Source: an optimization exercise on an open RTL-to-GDS flow (aim: small area, a short achievable clock period and few clock cycles). Production flows keep margins and buffers that such runs may drop.
Only simulation tests tie the RTL to the original design; equivalence was not proved.

==> inputs of run K <==
==> flow/design.v <==
`default_nettype none
package mmu_pkg;
  localparam int MAX_DIM     = 8;
  localparam int VALUE_WIDTH = 32;
  localparam int ELEM_W  = 32;
  localparam int FRAC_W  = 16;
  localparam int DIM_W   = 4;
  localparam int POS_W   = 3;
  localparam int IDX_W   = (MAX_DIM > 1) ? $clog2(MAX_DIM) : 1;
  localparam int DEPTH   = MAX_DIM * MAX_DIM;
  localparam int ADDR_W  = $clog2(DEPTH);
  localparam int PROD_W  = 2 * ELEM_W;
  localparam int ACC_W   = PROD_W + $clog2(MAX_DIM) + 1;
  localparam int SH_W    = ACC_W - FRAC_W;
  localparam int SAT_W   = (VALUE_WIDTH < SH_W) ? VALUE_WIDTH : SH_W;
  localparam logic [63:0] SAT_MAX = (64'd1 << (VALUE_WIDTH - 1)) - 64'd1;
  localparam logic [DIM_W-1:0] DIM_RESET = 4'd8;
  localparam logic [1:0] CMD_WRITE_A = 2'd0;
  localparam logic [1:0] CMD_WRITE_B = 2'd1;
  localparam logic [1:0] CMD_COMPUTE = 2'd2;
  localparam logic [1:0] REG_A_ROWS     = 2'd0;
  localparam logic [1:0] REG_INNER_SIZE = 2'd1;
  localparam logic [1:0] REG_B_COLS     = 2'd2;
  typedef enum logic [1:0] {
    ST_IDLE,
    ST_RUN,
    ST_FLUSH
  } mmu_state_t;
  typedef struct packed {
    logic [1:0]              command;
    logic [POS_W-1:0]        row_index;
    logic [POS_W-1:0]        col_index;
    logic signed [ELEM_W-1:0] element_value;
  } mmu_in_t;
  typedef struct packed {
    logic [POS_W-1:0]        out_row;
    logic [POS_W-1:0]        out_col;
    logic signed [ELEM_W-1:0] out_value;
    logic                    saturated;
    logic                    last;
  } mmu_out_t;
  typedef struct packed {
    logic [IDX_W-1:0] row;
    logic [IDX_W-1:0] col;
    logic             first_k;
    logic             last_k;
    logic             last_entry;
  } mmu_tag_t;
  typedef struct packed {
    logic             wr_a;
    logic             wr_b;
    logic             issue;
    logic             advance;
    logic [IDX_W-1:0] k;
    mmu_tag_t         tag;
  } mmu_cmd_t;
  typedef struct packed {
    logic busy;
    logic out_blocked;
  } mmu_status_t;
  function automatic logic [ADDR_W-1:0] elem_addr(int unsigned r, int unsigned c);
    elem_addr = ADDR_W'(r * MAX_DIM + c);
  endfunction
  function automatic logic [IDX_W-1:0] dim_last(logic [DIM_W-1:0] v);
    logic [IDX_W-1:0] res;
    if (v == '0) begin
      res = '0;
    end else if (int'(v) > MAX_DIM) begin
      res = IDX_W'(MAX_DIM - 1);
    end else begin
      res = IDX_W'(v - 4'd1);
    end
    dim_last = res;
  endfunction
endpackage
`default_nettype wire
`default_nettype none
module mmu_ram #(
  parameter int WIDTH = 32,
  parameter int DEPTH = 64
) (
  input  wire logic                     clk,
  input  wire logic                     we,
  input  wire logic [$clog2(DEPTH)-1:0] waddr,
  input  wire logic [WIDTH-1:0]         wdata,
  input  wire logic                     re,
  input  wire logic [$clog2(DEPTH)-1:0] raddr,
  output      logic [WIDTH-1:0]         rdata
);
  logic [WIDTH-1:0] mem [DEPTH];
  always_ff @(posedge clk) begin
    if (we) begin
      mem[waddr] <= wdata;
    end
    if (re) begin
      rdata <= mem[raddr];
    end
  end
endmodule
`default_nettype wire
`default_nettype none
import mmu_pkg::*;
module mmu_ctrl (
  input  wire logic                 clk,
  input  wire logic                 rst_n,
  input  wire logic                 in_valid,
  output      logic                 in_stall,
  input  wire mmu_pkg::mmu_in_t     in_data,
  input  wire logic                 cfg_wr_en,
  input  wire logic [1:0]           cfg_index,
  input  wire logic [3:0]           cfg_data,
  output      mmu_pkg::mmu_cmd_t    cmd,
  input  wire mmu_pkg::mmu_status_t status
);
  mmu_pkg::mmu_state_t       state_r, state_nxt;
  logic [DIM_W-1:0] a_rows_r, inner_size_r, b_cols_r;
  logic [IDX_W-1:0] i_r, j_r, k_r;
  logic [IDX_W-1:0] i_nxt, j_nxt, k_nxt;
  logic [IDX_W-1:0] last_i, last_j, last_k;
  logic             in_accept;
  logic             end_k, end_j, end_i;
  assign last_i = mmu_pkg::dim_last(a_rows_r);
  assign last_k = mmu_pkg::dim_last(inner_size_r);
  assign last_j = mmu_pkg::dim_last(b_cols_r);
  assign end_k = (k_r == last_k);
  assign end_j = (j_r == last_j);
  assign end_i = (i_r == last_i);
  assign in_accept = in_valid && !in_stall;
  always_ff @(posedge clk) begin
    if (!rst_n) begin
      a_rows_r     <= DIM_RESET;
      inner_size_r <= DIM_RESET;
      b_cols_r     <= DIM_RESET;
    end else if (cfg_wr_en) begin
      case (cfg_index)
        REG_A_ROWS:     a_rows_r     <= cfg_data;
        REG_INNER_SIZE: inner_size_r <= cfg_data;
        REG_B_COLS:     b_cols_r     <= cfg_data;
        default: ;
      endcase
    end
  end
  always_ff @(posedge clk) begin
    if (!rst_n) begin
      state_r <= ST_IDLE;
      i_r     <= '0;
      j_r     <= '0;
      k_r     <= '0;
    end else begin
      state_r <= state_nxt;
      i_r     <= i_nxt;
      j_r     <= j_nxt;
      k_r     <= k_nxt;
    end
  end
  always_comb begin
    state_nxt = state_r;
    case (state_r)
      ST_IDLE: begin
        if (in_accept && in_data.command == CMD_COMPUTE) begin
          state_nxt = ST_RUN;
        end
      end
      ST_RUN: begin
        if (cmd.advance && end_k && end_j && end_i) begin
          state_nxt = ST_FLUSH;
        end
      end
      ST_FLUSH: begin
        if (!status.busy) begin
          state_nxt = ST_IDLE;
        end
      end
      default: state_nxt = ST_IDLE;
    endcase
  end
  always_comb begin
    in_stall           = 1'b1;
    cmd                = '0;
    cmd.advance        = !status.out_blocked;
    cmd.k              = k_r;
    cmd.tag.row        = i_r;
    cmd.tag.col        = j_r;
    cmd.tag.first_k    = (k_r == '0);
    cmd.tag.last_k     = end_k;
    cmd.tag.last_entry = end_i && end_j;
    i_nxt              = i_r;
    j_nxt              = j_r;
    k_nxt              = k_r;
    case (state_r)
      ST_IDLE: begin
        in_stall = 1'b0;
        cmd.wr_a = in_accept && in_data.command == CMD_WRITE_A;
        cmd.wr_b = in_accept && in_data.command == CMD_WRITE_B;
      end
      ST_RUN: begin
        cmd.issue = cmd.advance;
        if (cmd.advance) begin
          if (!end_k) begin
            k_nxt = k_r + 1'b1;
          end else begin
            k_nxt = '0;
            if (!end_j) begin
              j_nxt = j_r + 1'b1;
            end else begin
              j_nxt = '0;
              i_nxt = end_i ? '0 : i_r + 1'b1;
            end
          end
        end
      end
      ST_FLUSH: ;
      default: ;
    endcase
  end
endmodule
`default_nettype wire
`default_nettype none
import mmu_pkg::*;
module mmu_datapath (
  input  wire logic                 clk,
  input  wire logic                 rst_n,
  input  wire mmu_pkg::mmu_in_t     in_data,
  input  wire mmu_pkg::mmu_cmd_t    cmd,
  output      mmu_pkg::mmu_status_t status,
  output      logic                 out_valid,
  input  wire logic                 out_stall,
  output      mmu_pkg::mmu_out_t    out_data
);
  logic                    wr_ok;
  logic [ADDR_W-1:0]       wr_addr, a_raddr, b_raddr;
  logic [ELEM_W-1:0]       a_rdata, b_rdata;
  logic                    s1_valid_r, s2_valid_r, s3_valid_r;
  mmu_pkg::mmu_tag_t                s1_tag_r, s2_tag_r, s3_tag_r;
  logic signed [PROD_W-1:0] prod_r;
  logic signed [ACC_W-1:0]  acc_r, acc_nxt, prod_ext;
  logic [SH_W-1:0]         q;
  logic [SH_W-SAT_W:0]     q_top;
  logic                    fits;
  logic                    load;
  logic                    out_valid_r;
  mmu_pkg::mmu_out_t                out_data_r, out_data_nxt;
  assign wr_ok   = (int'(in_data.row_index) < MAX_DIM) && (int'(in_data.col_index) < MAX_DIM);
  assign wr_addr = mmu_pkg::elem_addr(in_data.row_index, in_data.col_index);
  assign a_raddr = mmu_pkg::elem_addr(cmd.tag.row, cmd.k);
  assign b_raddr = mmu_pkg::elem_addr(cmd.k, cmd.tag.col);
  mmu_ram #(.WIDTH(ELEM_W), .DEPTH(DEPTH)) u_a_store (
    .clk   (clk),
    .we    (cmd.wr_a && wr_ok),
    .waddr (wr_addr),
    .wdata (in_data.element_value),
    .re    (cmd.issue),
    .raddr (a_raddr),
    .rdata (a_rdata)
  );
  mmu_ram #(.WIDTH(ELEM_W), .DEPTH(DEPTH)) u_b_store (
    .clk   (clk),
    .we    (cmd.wr_b && wr_ok),
    .waddr (wr_addr),
    .wdata (in_data.element_value),
    .re    (cmd.issue),
    .raddr (b_raddr),
    .rdata (b_rdata)
  );
  assign prod_ext = {{(ACC_W-PROD_W){prod_r[PROD_W-1]}}, prod_r};
  assign acc_nxt  = s2_tag_r.first_k ? prod_ext : acc_r + prod_ext;
  always_ff @(posedge clk) begin
    if (!rst_n) begin
      s1_valid_r <= 1'b0;
      s2_valid_r <= 1'b0;
      s3_valid_r <= 1'b0;
    end else if (cmd.advance) begin
      s1_valid_r <= cmd.issue;
      s2_valid_r <= s1_valid_r;
      s3_valid_r <= s2_valid_r && s2_tag_r.last_k;
    end
  end
  always_ff @(posedge clk) begin
    if (cmd.advance) begin
      s1_tag_r <= cmd.tag;
      s2_tag_r <= s1_tag_r;
      s3_tag_r <= s2_tag_r;
      prod_r   <= PROD_W'($signed(a_rdata)) * PROD_W'($signed(b_rdata));
      if (s2_valid_r) begin
        acc_r <= acc_nxt;
      end
    end
  end
  assign q     = acc_r[ACC_W-1:FRAC_W];
  assign q_top = q[SH_W-1:SAT_W-1];
  assign fits  = (&q_top) || !(|q_top);
  always_comb begin
    out_data_nxt.out_row = POS_W'(s3_tag_r.row);
    out_data_nxt.out_col = POS_W'(s3_tag_r.col);
    out_data_nxt.last    = s3_tag_r.last_entry;
    out_data_nxt.saturated = !fits;
    if (fits) begin
      out_data_nxt.out_value = q[ELEM_W-1:0];
    end else if (q[SH_W-1]) begin
      out_data_nxt.out_value = ~SAT_MAX[ELEM_W-1:0];
    end else begin
      out_data_nxt.out_value = SAT_MAX[ELEM_W-1:0];
    end
  end
  assign load = cmd.advance && s3_valid_r;
  always_ff @(posedge clk) begin
    if (!rst_n) begin
      out_valid_r <= 1'b0;
    end else if (load) begin
      out_valid_r <= 1'b1;
    end else if (!out_stall) begin
      out_valid_r <= 1'b0;
    end
  end
  always_ff @(posedge clk) begin
    if (load) begin
      out_data_r <= out_data_nxt;
    end
  end
  assign out_valid          = out_valid_r;
  assign out_data           = out_data_r;
  assign status.busy        = s1_valid_r || s2_valid_r || s3_valid_r;
  assign status.out_blocked = out_valid_r && out_stall;
endmodule
`default_nettype wire
`default_nettype none
import mmu_pkg::*;
module matrix_multiply_unit (
  input  wire logic              clk,
  input  wire logic              rst_n,
  input  wire logic              in_valid,
  output      logic              in_stall,
  input  wire logic [39:0]       in_data,
  output      logic              out_valid,
  input  wire logic              out_stall,
  output      logic [39:0]       out_data,
  input  wire logic              cfg_wr_en,
  input  wire logic [1:0]        cfg_index,
  input  wire logic [3:0]        cfg_data
);
  mmu_pkg::mmu_cmd_t    cmd;
  mmu_pkg::mmu_status_t status;
  mmu_pkg::mmu_in_t     in_beat;
  mmu_pkg::mmu_out_t    out_beat;
  assign in_beat  = in_data;
  assign out_data = out_beat;
  mmu_ctrl u_ctrl (
    .clk       (clk),
    .rst_n     (rst_n),
    .in_valid  (in_valid),
    .in_stall  (in_stall),
    .in_data   (in_beat),
    .cfg_wr_en (cfg_wr_en),
    .cfg_index (cfg_index),
    .cfg_data  (cfg_data),
    .cmd       (cmd),
    .status    (status)
  );
  mmu_datapath u_datapath (
    .clk       (clk),
    .rst_n     (rst_n),
    .in_data   (in_beat),
    .cmd       (cmd),
    .status    (status),
    .out_valid (out_valid),
    .out_stall (out_stall),
    .out_data  (out_beat)
  );
endmodule
`default_nettype wire
==> flow/run.sh <==
#!/bin/bash
# synth_recipe.tcl (not shown) runs the flow's synth.tcl, then flattens the netlist and writes it again
# the make line also repeats each setting of config.mk as NAME=value (left out here)
make -C /OpenROAD-flow-scripts/flow DESIGN_CONFIG=/design/flow/config.mk WORK_HOME=/design/flow/orfs CLKGATE_MAP_FILE= SYNTH_SCRIPT=/design/flow/synth_recipe.tcl finish
==> flow/config.mk <==
export PLATFORM = sky130hd
export DESIGN_NAME = matrix_multiply_unit
export DESIGN_NICKNAME = matrix_multiply_unit
export VERILOG_FILES = /design/flow/design.v
export SDC_FILE = /design/flow/constraint.sdc
export NUM_CORES = 4
export LEC_CHECK = 0
export CAP_MARGIN = 20
export CORE_MARGIN = 2
export CORE_UTILIZATION = 40
export SETUP_SLACK_MARGIN = 5
export SLEW_MARGIN = 20
==> flow/constraint.sdc <==
create_clock -name core_clock -period 10.0 [get_ports {clk}]
set_input_delay 2.0000 -clock core_clock [delete_from_list [all_inputs] [get_ports {clk}]]
set_output_delay 2.0000 -clock core_clock [all_outputs]
set_load 0.01 [all_outputs]
==> run Z (differences from run K) <==
Settings changed: SETUP_SLACK_MARGIN 5 to default.
==> qor summary <==
Amount of wire on met3 after detailed routing: run Z 40500 µm; run K 39400 µm
Max-Slew Margin vs Limit: run Z 19.6%; run K 20.4%
Run status: run Z finished clean; run K finished clean
Non-clk bufs: run Z 394; run K 719
Worst r2r src: run Z u_datapath.u_b_store.rdata[6]$_DFFE_PP_; run K u_datapath.u_a_store.rdata[31]$_DFFE_PP_
Non-clk buf share: run Z 1.46%; run K 3.02%
Peak Freq: run Z 111 MHz; run K 131 MHz
Avg WL per Cell: run Z 29.9 µm; run K 30.0 µm
Number of buffers inserted during clock tree synthesis: run Z 442; run K 445
Crit path launch: run Z u_datapath.u_b_store.rdata[6]$_DFFE_PP_; run K u_datapath.u_a_store.rdata[31]$_DFFE_PP_
Crit path buffers/inverters: run Z 7; run K 10
Setup skew after layout: run Z 112 ps; run K 127 ps
Clock latency reported for the late side of the worst-skew pair: run Z 1060 ps; run K 1070 ps
Clock tree cell share of total cell area: run Z 6.08%; run K 6.05%
Cell area after layout: run Z 230000 µm²; run K 236000 µm²
Setup repair after global routing missed its margin: run Z false; run K true
Seq area share: run Z 57.1%; run K 55.7%
Data required time at the worst endpoint: run Z 10720 ps; run K 10740 ps
Total number of vias: run Z 103111; run K 105099
Placed inst area: run Z 216000 µm²; run K 216000 µm²
Grt met2 use: run Z 36.0%; run K 36.8%
Proportion of cell area occupied by multi-input gates: run Z 30.0%; run K 30.1%
Testbench counts of run K, summed over its fixed seeds: cycles 26,724.
Testbench counts of run Z, summed over its fixed seeds: cycles 26,724.

==> afterwards: timing with drivers on the ports <==
No port has a modelled driver above. Below, the same layouts with a new extraction and two added sets of constraints.
Step 1 sets driving cells, clkbuf_16 on the clock port and buf_2 on the other inputs (assumed; they add their load-dependent delay and slew).
Step 2 moves the port delays by t, midway between the first and last clock arrival at a register: inputs arrive t later, outputs are due t later. That takes back most of the time a late clock gives input paths.
a / b / c = ideal / step 1 / step 2; a / b = the first two.
| run | t, ns | setup slack, ns | worst setup path after step 2 |
|---|---|---|---|
| run K | 1.126 | 2.339 / 2.339 / 2.339 | register to register |
| run Z | 1.116 | 1.002 / 1.002 / 1.002 | register to register |
After both steps setup and hold are still met in every run listed.
